This design comes from an exercise in tuning for small area on the open sky130 flow, not from production work.
The RTL was checked by simulation tests, not by an equivalence proof against the original design.
Power and IR drop assume default switching activity.

==> flow/design.v, too long to show whole: its modules and the start of the top module <==
// module conv_sample_mem: 1646 lines
// module cell_oai22_4: 6 lines
// module cell_nor2: 6 lines
module conv_sample_mem (
  input  logic                    clk,
  input  logic                    rst,
  input  logic                    ena,
  input  logic                    wr,
  input  logic                    rd,
  input  conv_mem_pkg::pix_addr_t addr,
  input  conv_mem_pkg::pixel_t    pixel,
  output conv_mem_pkg::window_t   window,
  output logic                    window_valid,
  output logic                    ack
);
  // ...
==> flow/flow/run.sh <==
#!/bin/bash
# The standard layout (standard synthesis unchanged), except that the
# port buffers are plain buf_2 cells instead of the delay buffer that
# buffer_ports picks by default. make's full output goes to flow_make.log.
set -euo pipefail
cd "$(dirname "$0")/.."
bash standard.sh "BUFFER_PORTS_ARGS=-buffer_cell sky130_fd_sc_hd__buf_2" finish > flow_make.log 2>&1
==> flow/standard.sh <==
#!/bin/bash
# synth_recipe.tcl (not shown) runs the flow's synth.tcl, then flattens the netlist and writes it again
# the make line also repeats each setting of config.mk as NAME=value (left out here)
make -C /OpenROAD-flow-scripts/flow DESIGN_CONFIG=/design/flow/config.mk WORK_HOME=/design/flow/orfs CLKGATE_MAP_FILE= SYNTH_SCRIPT=/design/flow/synth_recipe.tcl "${@:-finish}"
==> flow/config.mk <==
export PLATFORM = sky130hd
export DESIGN_NAME = conv_sample_mem
export DESIGN_NICKNAME = conv_sample_mem
export VERILOG_FILES = /design/flow/design.v
export SDC_FILE = /design/flow/constraint.sdc
export NUM_CORES = 4
export LEC_CHECK = 0
export CAP_MARGIN = 20
export CORE_MARGIN = 2
export CORE_UTILIZATION = 75
export CTS_CLUSTER_DIAMETER = 80
export CTS_CLUSTER_SIZE = 30
export PLACE_DENSITY = 0.9
export SETUP_SLACK_MARGIN = 0.25
export SLEW_MARGIN = 20
export SYNTH_HIERARCHICAL = 1
==> flow/constraint.sdc <==
create_clock -name core_clock -period 6.0 [get_ports {clk}]
set_input_delay 1.2000 -clock core_clock [delete_from_list [all_inputs] [get_ports {clk}]]
set_output_delay 1.2000 -clock core_clock [all_outputs]
set_load 0.01 [all_outputs]
==> results.txt, run 1 <==
CTS:
- The maximum buffer depth of the clock tree is 3.
- At the later pin of the worst-skew pair, clock insertion delay measures 0.64 ns.
- The clock-pin slew on the worst setup and hold paths is 0.11 ns.
- The clock tree from TritonCTS is done.

GRT:
- For this run, the total global-route usage over all layers was measured as 0.411.
- The pin count of the biggest net entering global routing is 109.
- For met3 alone, demand over resource in global routing was 0.129.

Pwr:
- Power comes to 0.0131 W.
- The cell area power density is 298 nW/um^2.
- The register share of total power is 0.616.

Layout:
- The biggest area consumer among cell classes is sequential cells.
- The final standard cell utilization of the core is 0.820.
- The register with the most flip-flops in the layout has 1024 of them.

Logic synthesis:
- The netlist area before placement is 40500 um^2.
- Of the post-synthesis cell area, the part taken by muxes is 0.0143.
- Of the total synthesized cell area, the portion taken by AND, OR, NAND and NOR gates is 0.0661.
- The count of flip-flops with a built-in enable after synthesis is 1024.
- Among all cell types in the netlist, the one instantiated most often is edfxtp_1.

Drt:
- The routed length on met3 is 19100 um.
- The detail route stage leaves a number of antenna-violating nets equal to 0.

Worst setup path:
- The cell with the largest stage delay on the worst path is and2_2.
- Traced cell by cell, the critical path runs through and2_2 -> inv_1 -> mux2i_1 -> inv_1 -> o22ai_1 -> nor2_1 -> o22ai_1 -> o22ai_1 -> o22ai_1 -> o22ai_1 -> buf_2.
- The largest fanout on the critical path is 13.

Die:
- The floorplan step set the die height to 236 um.

Min path:
- The hold path startpoint is addr1[6].
- The path with the worst hold slack has its endpoint at addr2[6].

Run status:
- The run finished with no timing, DRC or antenna violations.
==> run 2: changes to the inputs <==
--- a/flow/design.v
+++ b/flow/design.v
@@ -62,20 +62,26 @@
   end
   logic [15:0] hi_n, lo_n;
   logic [255:0] we;
   logic [3:0] img [256];
   for (genvar j = 0; j < 16; j++) begin : g_pre
     assign hi_n[j] = ~(wr1 & (addr1[7:4] == 4'(j)));
     assign lo_n[j] = ~(addr1[3:0] == 4'(j));
   end
+  logic [255:0] nwe;
   for (genvar a = 0; a < 256; a++) begin : g_word
-    cell_nor2 u_we (.a(hi_n[a / 16]), .b(lo_n[a % 16]), .y(we[a]));
+    logic [3:0] d;
+    cell_nor2  u_we  (.a(hi_n[a / 16]), .b(lo_n[a % 16]), .y(we[a]));
+    cell_nand2 u_nwe (.a(~hi_n[a / 16]), .b(~lo_n[a % 16]), .y(nwe[a]));
+    for (genvar t = 0; t < 4; t++) begin : g_bit
+      cell_a22o u_d (.a(img[a][t]), .b(nwe[a]), .c(pix1[t]), .d(we[a]), .y(d[t]));
+    end
     always_ff @(posedge clk) begin
-      if (we[a]) img[a] <= pix1;
+      img[a] <= d;
     end
   end
   logic [3:0] col, row;
   assign col = addr2[3:0];
   assign row = addr2[7:4];
   logic [3:0] gq, lt, cy;
   for (genvar k = 0; k < 4; k++) begin : g_gq
     assign gq[k] = (col[3:2] == 2'(k));
@@ -1680,14 +1686,26 @@
   assign ack          = rd2 & (addr2 == conv_mem_pkg::LAST_WIN_BASE);
 endmodule
 module cell_oai22_4 (
   input  logic a, b, c, d,
   output logic y
 );
   assign y = ~((a | b) & (c | d));
 endmodule
+module cell_nand2 (
+  input  logic a, b,
+  output logic y
+);
+  assign y = ~(a & b);
+endmodule
+module cell_a22o (
+  input  logic a, b, c, d,
+  output logic y
+);
+  assign y = (a & b) | (c & d);
+endmodule
 module cell_nor2 (
   input  logic a, b,
   output logic y
 );
   assign y = ~(a | b);
 endmodule
==> flow/config.mk (replaced) <==
export PLATFORM = sky130hd
export DESIGN_NAME = conv_sample_mem
export DESIGN_NICKNAME = conv_sample_mem
export VERILOG_FILES = /design/flow/design.v
export SDC_FILE = /design/flow/constraint.sdc
export NUM_CORES = 4
export LEC_CHECK = 0
export CAP_MARGIN = 20
export CORE_MARGIN = 2
export CORE_UTILIZATION = 65
export CTS_CLUSTER_DIAMETER = 80
export CTS_CLUSTER_SIZE = 30
export PLACE_DENSITY = 0.8
export SETUP_SLACK_MARGIN = 0.25
export SLEW_MARGIN = 20
export SYNTH_HIERARCHICAL = 1
==> run 2 against run 1 <==
  * Core utilization down 10 points
  * Wire length up 23%
  * Critical path depth up 2
  * Worst setup slack better by 0.15 ns
  * Global-route usage up 1.8 points
  * Combinational power up 24%
  * Non-clock buffer count up 39
  * Design area about the same
  * Register-to-register slack worse by 0.34 ns
  * Worst hold slack worse by 0.017 ns
  * Area after synthesis down 0.45%
==> results.txt, run 2 <==
Worst setup path:
- The buffers plus inverters on the worst setup path is 3.
- The gate family responsible for the most delay along the worst path is compound AO/OA/AOI/OAI gates.
- The largest fanout on the critical path was 12 (-1).
- For the worst setup path, the data arrival time is 4.50 ns.
- Walking the worst path, the cells encountered are inv_1 -> ha_1 -> buf_4 -> nand2b_1 -> nor2_1 -> mux2i_1 -> o22ai_1 -> nor2_1 -> o22ai_1 -> o22ai_1 -> o22ai_1 -> o22ai_1 -> buf_2.
- The cell seen most often among critical-path stages is o22ai_1.
- The register-to-register setup slack is 2.72 ns.
- STA puts the critical path data required time at 4.80 ns.
- The capturing element type of the critical path is an output port.
- The slowest stage of the critical path belongs to the cell dfxtp_1.
- For this run, the slowest stage of the critical path takes 0.56 ns.
- The type of origin of the critical path is a flop.
- The path type of the worst setup path is flop to output port.

Die:
- After floorplanning, the core was divided into 91 placement rows.
- The placeable core region is 61500 um^2.
- The vertical die dimension came to 253 um (+7.1%).
- The full die area is 64000 um^2.
- The initial core utilization is 0.655.
- For this design the top-level I/O count stands at 83.
- The horizontal die dimension is 253 um.

Timing:
- Measured against its own limit, the worst slew margin works out to 0.140.
- Clock skew on the completed layout was measured at 0.0252 ns.
- The actual slew at the worst max-slew pin is 1.29 ns.
- Setup repair after global routing left no endpoint under its margin.
- For the final routed database, the setup TNS stands at 0 ns.
- Of the available clock period, the critical path in the final layout requires 0.950.
- The final worst hold slack is 0.422 ns.
- The number of slew-limit violations in the final report is 0.
- Timing would allow up to 175 MHz.
- The clock period could shrink to 5.70 ns.
- Setup violations remaining at the end of the flow were counted as 0.
- The total count of hold-check failures in the final report is 0.

Placement:
- In this run the tool buffered the top-level ports with 82 buffer cells.
- The placer congestion estimate is 1.02.
- Detailed placement ended at an HPWL of 90600 um.

Logic synthesis:
- The average cell area after synthesis is 9.90 um^2.
- The count of flip-flops with a built-in enable after synthesis is 0 (-100%).
- The share of synthesized area in the top cell type comes to 0.520.
- The net count after synthesis is 4093.
- dfxtp_1 takes more of the synthesized area than any other cell.
- In this run, distinct cell masters in the synthesized netlist total 34.
- For this run, the leading register cell type out of synthesis is dfxtp_1.
- Sorting the synthesized cells by how often they occur yields 1047 x dfxtp_1, 1024 x a22o_1, 896 x o22ai_1.
- The number of register bits inferred by synthesis is 1047.
- During synthesis, Yosys emitted a total of 23 warnings.
- The portion of the post-synthesis area used by sequential elements is 0.520.
- By area the synthesized netlist is led by dfxtp_1 52%, a22o_1 22%, o22ai_1 14%, nor2_1 5.5%, nand2_1 2.8%.
- The share of flip-flops with an asynchronous set or reset after synthesis is 0.
- Synthesis produced a netlist whose cell count is 4071.
- The netlist area before placement is 40300 um^2 (-0.45%).
- Yosys instantiated no cell more often than dfxtp_1.

CTS:
- The tree is rooted in a clkbuf_16.
- In this run the number of H-tree levels came out at 2.
- The CTS buffer count is 42.
- The clock insertion delay at the later pin of the skew report came to 0.64 ns (about the same).
- The total of hold buffers inserted after clock tree synthesis is 0.
- The number of sinks driven by the clock tree is 1047.
- The clock tree from TritonCTS is done.
- The clock-pin slew on the worst setup and hold paths is 0.11 ns (about the same).
- The maximum buffer depth of the clock tree is 3 (unchanged).

Pwr:
- In this run the static leakage power is 16.9 nW.
- The highest ir drop seen on vdd is 0.000378 V.
- The cell area power density is 284 nW/um^2 (-4.6%).

GRT:
- The number of global-route vias before repair is 35000.
- The overall global routing resource usage is 0.428 (+0.0176).
- The pin count of the biggest net entering global routing is 144 (+32%).
- The wire length of the first global-routing pass is 212000 um.
- The overall overflow remaining after global route is 0.
- The initial antenna violation count was 2.

Drt:
- The final layout contains routed wiring with a total length of 142000 um.
- The count of vias placed by the detailed router is 38000.
- The remaining antenna violation count after routing is 0 (unchanged).
- For this run, the detailed router's first-pass iteration total came to 9.
- After detailed routing, the average wire length per cell comes to 28.0 um.
- In this run, the number of DRC markers left after iteration 0 of detailed routing was 4944.
- The vias per cell is 7.47.
- In the routed design, unresolved DRC markers number 0.

Layout:
- The area growth from synthesis to layout is 9.06%.
- The number of inserted filler cells in the final layout is 4673.
- The top cell types in the final layout, fill and taps aside, are 1038 x dfxtp_1, 1024 x a22o_1, 893 x o22ai_1, 583 x nor2_1, 296 x nand2_1.
- The flip-flop count of the largest register after layout is 1024 (unchanged).
- In the final layout, the registers with the most flip-flops are img x1024, addr1 x8, addr2 x8.
- img holds more flip-flops than any other register.
- The number of nets in the finished design is 4300.
- In the final layout, the share of cells above drive strength 1 is 0.0680.
- The area taken by flip-flops and latches is 21000 um^2.
- Leaving out fill and tap cells, the most frequent cell in the layout is dfxtp_1.
- In the final layout, the multi-input gates occupy 19200 um^2.

Run status:
- The run finished with no timing, DRC or antenna violations.

Min path:
- The min-delay analysis places its worst path in the category flop to flop.

Flow run:
- The number of max-capacitance violations reported is 0.
## run 2: cell count changes after synthesis, moves of 5 or more
cell,delta
a21oi_1,+5
a22o_1,+1024
dfxtp_1,+1024
edfxtp_1,-1024
inv_1,+29
mux2i_1,-9
nand2_1,+263
nand2_2,-5
nand2b_1,+5
nor2_1,+5
nor3_1,+5
## run 2: final timing paths
path                 to  cells after the start  startpoint
min            addr2[7]                      0    addr1[7]
max          window[11]                     13    addr2[5]
min reg2reg    addr2[7]                      0    addr1[7]
max reg2reg  img[30][3]                      5    addr1[6]
## run 2: final cells by class
cell class | count | share of cell area
Sequential cell | 1047 | 0.478
Multi-Input combinational cell | 2954 | 0.437
Timing Repair Buffer | 181 | 0.0306
Clock buffer | 48 | 0.0251
Tap cell | 790 | 0.0225
Inverter | 52 | 0.00450
Clock inverter | 12 | 0.00259
Antenna cell | 1 | 0.0000570
## run 2: per-layer routing
metal  global-route usage  share of wire  up-vias
li1                     -              -    16800
met4                0.250          0.063        2
met5                    0        0.00014        -
met1                0.576           0.39    18100
met3                0.124           0.14      500
met2                0.612           0.41     2622
## run 2: what timing repair did
action | in CTS | in global routing
setup endpoints to repair | 15 | 64
pin swaps | 1 | 1
cloned | 0 | 1
setup buffers | 0 | 4
resized for setup | 2 | 30
## run 2: cells by family (layout without fill, tap and decap cells)
| group | Yosys count | in the layout | synth area share |
|---|---|---|---|
| AO/OA/AOI/OAI | 1935 | 1936 | 0.364 |
| flip-flops | 1047 | 1047 | 0.520 |
| AND/OR/NAND/NOR | 959 | 959 | 0.0935 |
| buffers and inverters | 71 | 293 | 0.00755 |
| multiplexers | 45 | 45 | 0.0113 |
| XOR/XNOR | 9 | 9 | 0.00196 |
| adder cells (fa/ha/maj) | 5 | 5 | 0.00155 |
| other | 0 | 1 | 0 |
## run 2: metrics by stage
| step | setup WS [ns] | total power, W | utilization | std cells | area (um^2) |
|---|---|---|---|---|---|
| after floorplan | 0.303 | 0.00831 | - | 4071 | 40300 |
| after CTS | 0.228 | 0.0124 | 0.712 | 5079 | 43800 |
| after detailed placement | 0.877 | 0.00895 | 0.692 | 5019 | 42600 |
| final | 0.301 | 0.0125 | 0.715 | 5085 | 43900 |
| after global routing | 0.253 | 0.0128 | 0.715 | 5084 | 43900 |
| after global placement | 0.922 | 0.00893 | 0.692 | 5019 | 42500 |
## run 2: where the power goes
group          switching, W  internal (W)  total [W]
registers          0.000118       0.00706    0.00718
clock network       0.00217       0.00139    0.00357
logic               0.00118      0.000579    0.00175
total               0.00347       0.00903     0.0125
## run 2: modules after synthesis, one instance, submodules excluded
module	cell area (um^2)	cells inside	copies in the design
cell_a22o	8.76	1	1024
cell_nand2	3.75	1	256
cell_nor2	3.75	1	576
cell_oai22_4	6.26	1	896
conv_sample_mem	22600	1319	1

## static timing again, ports no longer ideal
The flow's constraints put no driver on any port. The routed layouts listed below were extracted and timed again, unchanged, in two steps. Step 1 assumes that a clkbuf_16 drives the clock port and a buf_2 every other input. Step 2 times the ports against the registers' clock, not the clock port: input delays grow and output delays shrink by t, the midpoint of the rising clock arrivals with the driver on. Slacks: ideal ports / drivers / drivers and shift; pairs: ideal ports / drivers.
run | t, ns | setup WS [ns] | pins driven straight from the clock port
run 1 | 0.682 | 0.156 / 0.093 / 0.775 | 1
run 2 | 0.701 | 0.301 / 0.232 / 0.932 | 1
After both steps setup and hold are still met in every run listed.
